Context: an optimization exercise on an open-source flow, tuned for small area. The choices shown serve that exercise and are no tape-out recipe. At most, simulation tests tie the RTL to the original design; equivalence was not proved. Power and IR drop assume default switching activity.

==> job 8973: inputs <==
Design mips_dcache, start of the top module:
module mips_dcache (
    input  logic                      clk,
    input  logic                      rst,
    input  logic                      read_en,
    input  logic                      write_en,
    input  logic                      data_valid,
    input  logic [32-1:0] addr,
    input  logic [32-1:0] writedata,
    input  logic [32-1:0] data_in,
    input  logic [4-1:0]  byte_en,
    output logic [32-1:0] readdata,
    output logic                      stall
);
==> module dcache_sel, before the edit <==
module dcache_sel #(
    parameter int N = 32,
    parameter int W = 32
) (
    input  logic [N-1:0]   sel,
    input  logic [N*W-1:0] d,
    output logic [W-1:0]   y
);
    always_comb begin
        y = '0;
        for (int k = 0; k < N; k++) y = y | ({W{sel[k]}} & d[k*W +: W]);
    end
endmodule
==> module mips_dcache, before the edit <==
module mips_dcache (
    input  logic                      clk,
    input  logic                      rst,
    input  logic                      read_en,
    input  logic                      write_en,
    input  logic                      data_valid,
    input  logic [32-1:0] addr,
    input  logic [32-1:0] writedata,
    input  logic [32-1:0] data_in,
    input  logic [4-1:0]  byte_en,
    output logic [32-1:0] readdata,
    output logic                      stall
);
    logic [3:0]  st   [8];
    logic [26:0] tagm [32];              
    logic [31:0] datm [32];
    logic [31:0] rreg;
    logic [2:0]  s;
    logic [26:0] t;
    logic [7:0]  sd;                     
    logic [3:0]  cur;
    logic        full;
    logic [3:0]  valid;
    logic [26:0] tag_rd [4];
    logic [3:0]  match;
    logic        hit;
    logic        fill;
    logic [1:0]  victim;
    logic [1:0]  hit_idx;
    logic [1:0]  tw;                     
    logic [3:0]  tw_oh;
    logic        wr_any;
    logic [3:0]  byte_wr;
    logic [31:0] wdata;
    logic [31:0] hit_word;
    logic [3:0]  st_next;
    assign s = addr[4:2];
    assign t = addr[31:5];
    always_comb begin
        for (int i = 0; i < 8; i++) sd[i] = (s == i);
    end
    always_comb begin
        cur = '0;
        for (int i = 0; i < 8; i++) cur = cur | ({4{sd[i]}} & st[i]);
    end
    assign full     = cur[3];
    assign valid[0] = full | cur[2] | cur[1];
    assign valid[1] = full | cur[2];
    assign valid[2] = full | (cur[2] & cur[1]);
    assign valid[3] = full;
    logic [8*27-1:0] tag_flat [4];
    always_comb begin
        for (int w = 0; w < 4; w++)
            for (int i = 0; i < 8; i++) tag_flat[w][i*27 +: 27] = tagm[i*4+w];
    end
    for (genvar w = 0; w < 4; w++) begin : g_tag
        dcache_sel #(.N(8), .W(27)) tag_sel (.sel(sd), .d(tag_flat[w]), .y(tag_rd[w]));
        assign match[w] = valid[w] & (tag_rd[w] == t);
    end
    assign hit     = |match;
    assign stall   = ~hit & (read_en | (write_en & ~(&byte_en)));
    assign fill    = (read_en | write_en) & ~hit & (data_valid | (write_en & (&byte_en)));
    assign victim  = full ? (cur[2] ? {1'b1, cur[1]} : {1'b0, cur[0]}) : cur[2:1];
    assign hit_idx = {match[3] | match[2], match[3] | match[1]};
    assign tw      = fill ? victim : hit_idx;
    always_comb begin
        for (int w = 0; w < 4; w++) tw_oh[w] = (tw == w);
    end
    assign st_next[3]   = full | (fill & cur[2] & cur[1]);
    assign st_next[2:1] = full ? {~tw[1], tw[1] ? ~tw[0] : cur[1]} : (cur[2:1] + {1'b0, fill});
    assign st_next[0]   = tw[1] ? cur[0] : ~tw[0];
    always_ff @(posedge clk) begin
        for (int i = 0; i < 8; i++) begin
            if (rst) st[i] <= '0;
            else if (sd[i] & (fill | ((read_en | write_en) & hit))) st[i] <= st_next;
        end
    end
    assign wr_any = fill | (write_en & hit);
    always_comb begin
        for (int b = 0; b < 4; b++) begin
            byte_wr[b]      = fill | byte_en[b];
            wdata[b*8 +: 8] = (write_en & byte_en[b]) ? writedata[b*8 +: 8] : data_in[b*8 +: 8];
        end
    end
    always_ff @(posedge clk) begin
        for (int i = 0; i < 8; i++) begin
            for (int w = 0; w < 4; w++) begin
                if (fill & sd[i] & tw_oh[w]) tagm[i*4+w] <= t;
                for (int b = 0; b < 4; b++) begin
                    if (wr_any & sd[i] & tw_oh[w] & byte_wr[b])
                        datm[i*4+w][b*8 +: 8] <= wdata[b*8 +: 8];
                end
            end
        end
    end
    logic [31:0]      word_sel;
    logic [32*32-1:0] dat_flat;
    always_comb begin
        for (int i = 0; i < 8; i++)
            for (int w = 0; w < 4; w++) begin
                word_sel[i*4+w] = sd[i] & match[w];
                dat_flat[(i*4+w)*32 +: 32] = datm[i*4+w];
            end
    end
    dcache_sel #(.N(32), .W(32)) data_sel (.sel(word_sel), .d(dat_flat), .y(hit_word));
    always_ff @(posedge clk) begin
        if (rst) rreg <= '0;
        else if (fill & data_valid) rreg <= data_in;
        else if (read_en & hit) rreg <= hit_word;
    end
    assign readdata = data_valid ? data_in : rreg;
endmodule
export LEC_CHECK = 0
export CAP_MARGIN = 20
export CORE_MARGIN = 2
export CORE_UTILIZATION = 40
export SLEW_MARGIN = 20
export SYNTH_HIERARCHICAL = 1
export SYNTH_MINIMUM_KEEP_SIZE = 0
create_clock -name core_clock -period 7.0 [get_ports {clk}]
run.sh (not shown) runs the stock make flow with config.mk's settings and CLKGATE_MAP_FILE= SYNTH_SCRIPT=/design/flow/synth_recipe.tcl, a recipe that flattens the netlist after the stock synthesis.
==> job 3650 (differences from job 8973) <==
--- a/flow/design.v
+++ b/flow/design.v
@@ -2,14 +2,50 @@
 `default_nettype none
-module dcache_sel #(
-    parameter int N = 32,
-    parameter int W = 32
-) (
-    input  logic [N-1:0]   sel,
-    input  logic [N*W-1:0] d,
-    output logic [W-1:0]   y
+module dcache_oai22 (input logic a1, a2, b1, b2, output logic y);
+    assign y = ~((a1 | a2) & (b1 | b2));
+endmodule
+module dcache_aoi222 (input logic a1, a2, b1, b2, c1, c2, output logic y);
+    assign y = ~((a1 & a2) | (b1 & b2) | (c1 & c2));
+endmodule
+module dcache_or4 (input logic a, b, c, d, output logic y);
+    assign y = a | b | c | d;
+endmodule
+module dcache_nand4 (input logic a, b, c, d, output logic y);
+    assign y = ~(a & b & c & d);
+endmodule
+module dcache_nand3 (input logic a, b, c, output logic y);
+    assign y = ~(a & b & c);
+endmodule
+module dcache_sel8n (
+    input  logic [7:0] seln,
+    input  logic [7:0] d,
+    output logic       yn
 );
-    always_comb begin
-        y = '0;
-        for (int k = 0; k < N; k++) y = y | ({W{sel[k]}} & d[k*W +: W]);
+    logic [3:0] p;
+    for (genvar j = 0; j < 4; j++) begin : g_p
+        dcache_oai22 u (.a1(seln[2*j]), .a2(d[2*j]), .b1(seln[2*j+1]), .b2(d[2*j+1]), .y(p[j]));
     end
+    dcache_or4 u_y (.a(p[0]), .b(p[1]), .c(p[2]), .d(p[3]), .y(yn));
+endmodule
+module dcache_sel33 (
+    input  logic [32:0] sel,
+    input  logic [32:0] d,
+    output logic        y
+);
+    logic [10:0] p;
+    logic [2:0]  q;
+    for (genvar j = 0; j < 11; j++) begin : g_p
+        dcache_aoi222 u (.a1(sel[3*j]), .a2(d[3*j]), .b1(sel[3*j+1]), .b2(d[3*j+1]),
+                         .c1(sel[3*j+2]), .c2(d[3*j+2]), .y(p[j]));
+    end
+    dcache_nand4 u_q0 (.a(p[0]), .b(p[1]), .c(p[2]), .d(p[3]), .y(q[0]));
+    dcache_nand4 u_q1 (.a(p[4]), .b(p[5]), .c(p[6]), .d(p[7]), .y(q[1]));
+    dcache_nand3 u_q2 (.a(p[8]), .b(p[9]), .c(p[10]), .y(q[2]));
+    assign y = |q;
+endmodule
+module dcache_anyhit (
+    input  logic [3:0] valid,
+    input  logic [3:0] eq,
+    output logic       hit
+);
+    assign hit = |(valid & eq);
 endmodule
@@ -41,3 +77,4 @@
     logic [3:0]  valid;
-    logic [26:0] tag_rd [4];
+    logic [26:0] tag_rdn [4];            
+    logic [3:0]  eq;                     
     logic [3:0]  match;
@@ -52,3 +89,2 @@
     logic [31:0] wdata;
-    logic [31:0] hit_word;
     logic [3:0]  st_next;
@@ -68,13 +104,19 @@
     assign valid[3] = full;
-    logic [8*27-1:0] tag_flat [4];
-    always_comb begin
-        for (int w = 0; w < 4; w++)
-            for (int i = 0; i < 8; i++) tag_flat[w][i*27 +: 27] = tagm[i*4+w];
-    end
+    logic [7:0] sdn;
+    assign sdn = ~sd;
     for (genvar w = 0; w < 4; w++) begin : g_tag
-        dcache_sel #(.N(8), .W(27)) tag_sel (.sel(sd), .d(tag_flat[w]), .y(tag_rd[w]));
-        assign match[w] = valid[w] & (tag_rd[w] == t);
+        for (genvar b = 0; b < 27; b++) begin : g_bit
+            logic [7:0] col;
+            for (genvar i = 0; i < 8; i++) begin : g_set
+                assign col[i] = tagm[i*4+w][b];
+            end
+            dcache_sel8n u_sel (.seln(sdn), .d(col), .yn(tag_rdn[w][b]));
+        end
+        assign eq[w]    = (tag_rdn[w] == ~t);
+        assign match[w] = valid[w] & eq[w];
     end
     assign hit     = |match;
-    assign stall   = ~hit & (read_en | (write_en & ~(&byte_en)));
+    logic hit_st;
+    dcache_anyhit u_hit_st (.valid(valid), .eq(eq), .hit(hit_st));
+    assign stall   = ~hit_st & (read_en | (write_en & ~(&byte_en)));
     assign fill    = (read_en | write_en) & ~hit & (data_valid | (write_en & (&byte_en)));
@@ -113,16 +155,21 @@
     end
-    logic [31:0]      word_sel;
-    logic [32*32-1:0] dat_flat;
+    logic [31:0] word_sel;
     always_comb begin
         for (int i = 0; i < 8; i++)
-            for (int w = 0; w < 4; w++) begin
-                word_sel[i*4+w] = sd[i] & match[w];
-                dat_flat[(i*4+w)*32 +: 32] = datm[i*4+w];
-            end
+            for (int w = 0; w < 4; w++) word_sel[i*4+w] = sd[i] & match[w];
     end
-    dcache_sel #(.N(32), .W(32)) data_sel (.sel(word_sel), .d(dat_flat), .y(hit_word));
+    logic fill_dv;
+    logic [31:0] r_in;
+    assign fill_dv = fill & data_valid;
+    for (genvar b = 0; b < 32; b++) begin : g_rd
+        logic [32:0] col;
+        for (genvar k = 0; k < 32; k++) begin : g_word
+            assign col[k] = datm[k][b];
+        end
+        assign col[32] = data_in[b];
+        dcache_sel33 u_sel (.sel({fill_dv, word_sel}), .d(col), .y(r_in[b]));
+    end
     always_ff @(posedge clk) begin
         if (rst) rreg <= '0;
-        else if (fill & data_valid) rreg <= data_in;
-        else if (read_en & hit) rreg <= hit_word;
+        else if (fill_dv | (read_en & hit)) rreg <= r_in;
     end
==> flow/flow/run.sh (new file) <==
#!/bin/bash
# The standard flow (standard.sh: the standard flow's own synthesis and ORFS steps) with two
# settings passed to ORFS:
#  - the port buffers are buf_1 cells rather than the delay cells buffer_ports
#    picks by default (each port still gets its own buffer);
#  - clock tree: clkbuf_16 cells, sink clusters of at most 25 flip-flops within
#    100 um, and no dummy loads.
# The whole run's output goes to run.log; ORFS writes each step's log under
# orfs/logs/.
set -euo pipefail
bash standard.sh \
  "BUFFER_PORTS_ARGS=-buffer_cell sky130_fd_sc_hd__buf_1" \
  "CTS_ARGS=-sink_clustering_enable -repair_clock_nets -dont_use_dummy_load -buf_list sky130_fd_sc_hd__clkbuf_16 -sink_clustering_size 25 -sink_clustering_max_diameter 100" \
  finish > run.log 2>&1
==> flow/standard.sh (new file) <==
#!/bin/bash
# synth_recipe.tcl (not shown) runs the flow's synth.tcl, then flattens the netlist and writes it again
# the make line also repeats each setting of config.mk as NAME=value (left out here)
make -C /OpenROAD-flow-scripts/flow DESIGN_CONFIG=/design/flow/config.mk WORK_HOME=/design/flow/orfs CLKGATE_MAP_FILE= SYNTH_SCRIPT=/design/flow/synth_recipe.tcl "${@:-finish}"
- CORE_UTILIZATION: 40 -> 65
- PLACE_DENSITY: not set -> 0.75
- SETUP_SLACK_MARGIN: not set -> 0.1
removed: flow/run.sh
==> qor summary <==
item	job 3650	job 8973
Final Worst Setup Slack	0.2706 ns	0.2473 ns
Reg2reg setup slack	2.08 ns	2.68 ns
Post-Route WL	177,200 um	198,900 um
Vertical die dimension	333.8 um	433.1 um
Syn_nets	3,788	4,265
Number of buffers added by the clock tree synthesis step	88	188
Final total power	19,310 uW	23,870 uW
Portion of the layout cell area used by non-clock buffers	4.304%	6.555%
Share of power burned in combinational logic	4.7%	4.4%
N_taps	1,403	2,464
Slew of the pin with the lowest slew margin	1.180 ns	1.196 ns
Total via count after detailed routing	40.40k	41.83k
Power Combinational	912 uW	1040 uW
Gate count after technology mapping	3,682	4,159
Clock insertion delay at the later pin of the skew report	0.70 ns	0.85 ns
Starting Density	65.76%	40.22%
Fraction of synthesized cell area taken by the top area cell type	80.19%	76.99%
Run status	complete, no violations	complete, no violations
Total GRT Usage	31.64%	20.88%
Max-slew headroom	21.28%	20.20%
Detailed placer's ending HPWL	111,000 um	125,200 um
Avg Cell Area, Syn	19.20 um2	17.71 um2
Post-synth design cell area	70,700 um2	73,640 um2
Final clock-cell share	2.816%	6.900%
Slowest CP cell	or4_1	clkdlybuf4s50_1
Routed length per placed instance	31.79 um	27.48 um
Wire length of the first global-routing pass	256,900 um	286,700 um
Function not checked in job 8973: the RTL went through the layout flow alone.

## port drivers added, routing unchanged
Ports are ideal in the flow. The routed layouts listed here were re-timed in OpenROAD.
Step 1: set_driving_cell puts a clkbuf_16 on clk and a buf_2 on each other input, an assumption about the parent block.
Step 2, shift: input delay + t, output delay - t, t = (earliest + latest rising clock arrival at the registers) / 2. This alone moves slack from input paths to output paths.
a / b / c = ideal / step 1 / step 2; a / b = the first two.
run	t (ns)	setup WS [ns]	worst setup path after step 2	clock arrival spread, ns	pins driven straight from the clock port
job 8973	0.930	0.247 / 0.218 / 0.218	input to output	0.042 / 0.042	1
job 3650	0.748	0.271 / 0.190 / -0.170	input to register	0.065 / 0.065	1
With both steps, setup timing fails in job 3650, where it was met with ideal ports. The setup slack of job 3650, which loses most, moves by -0.081 ns with the drivers and by -0.441 ns with both steps.
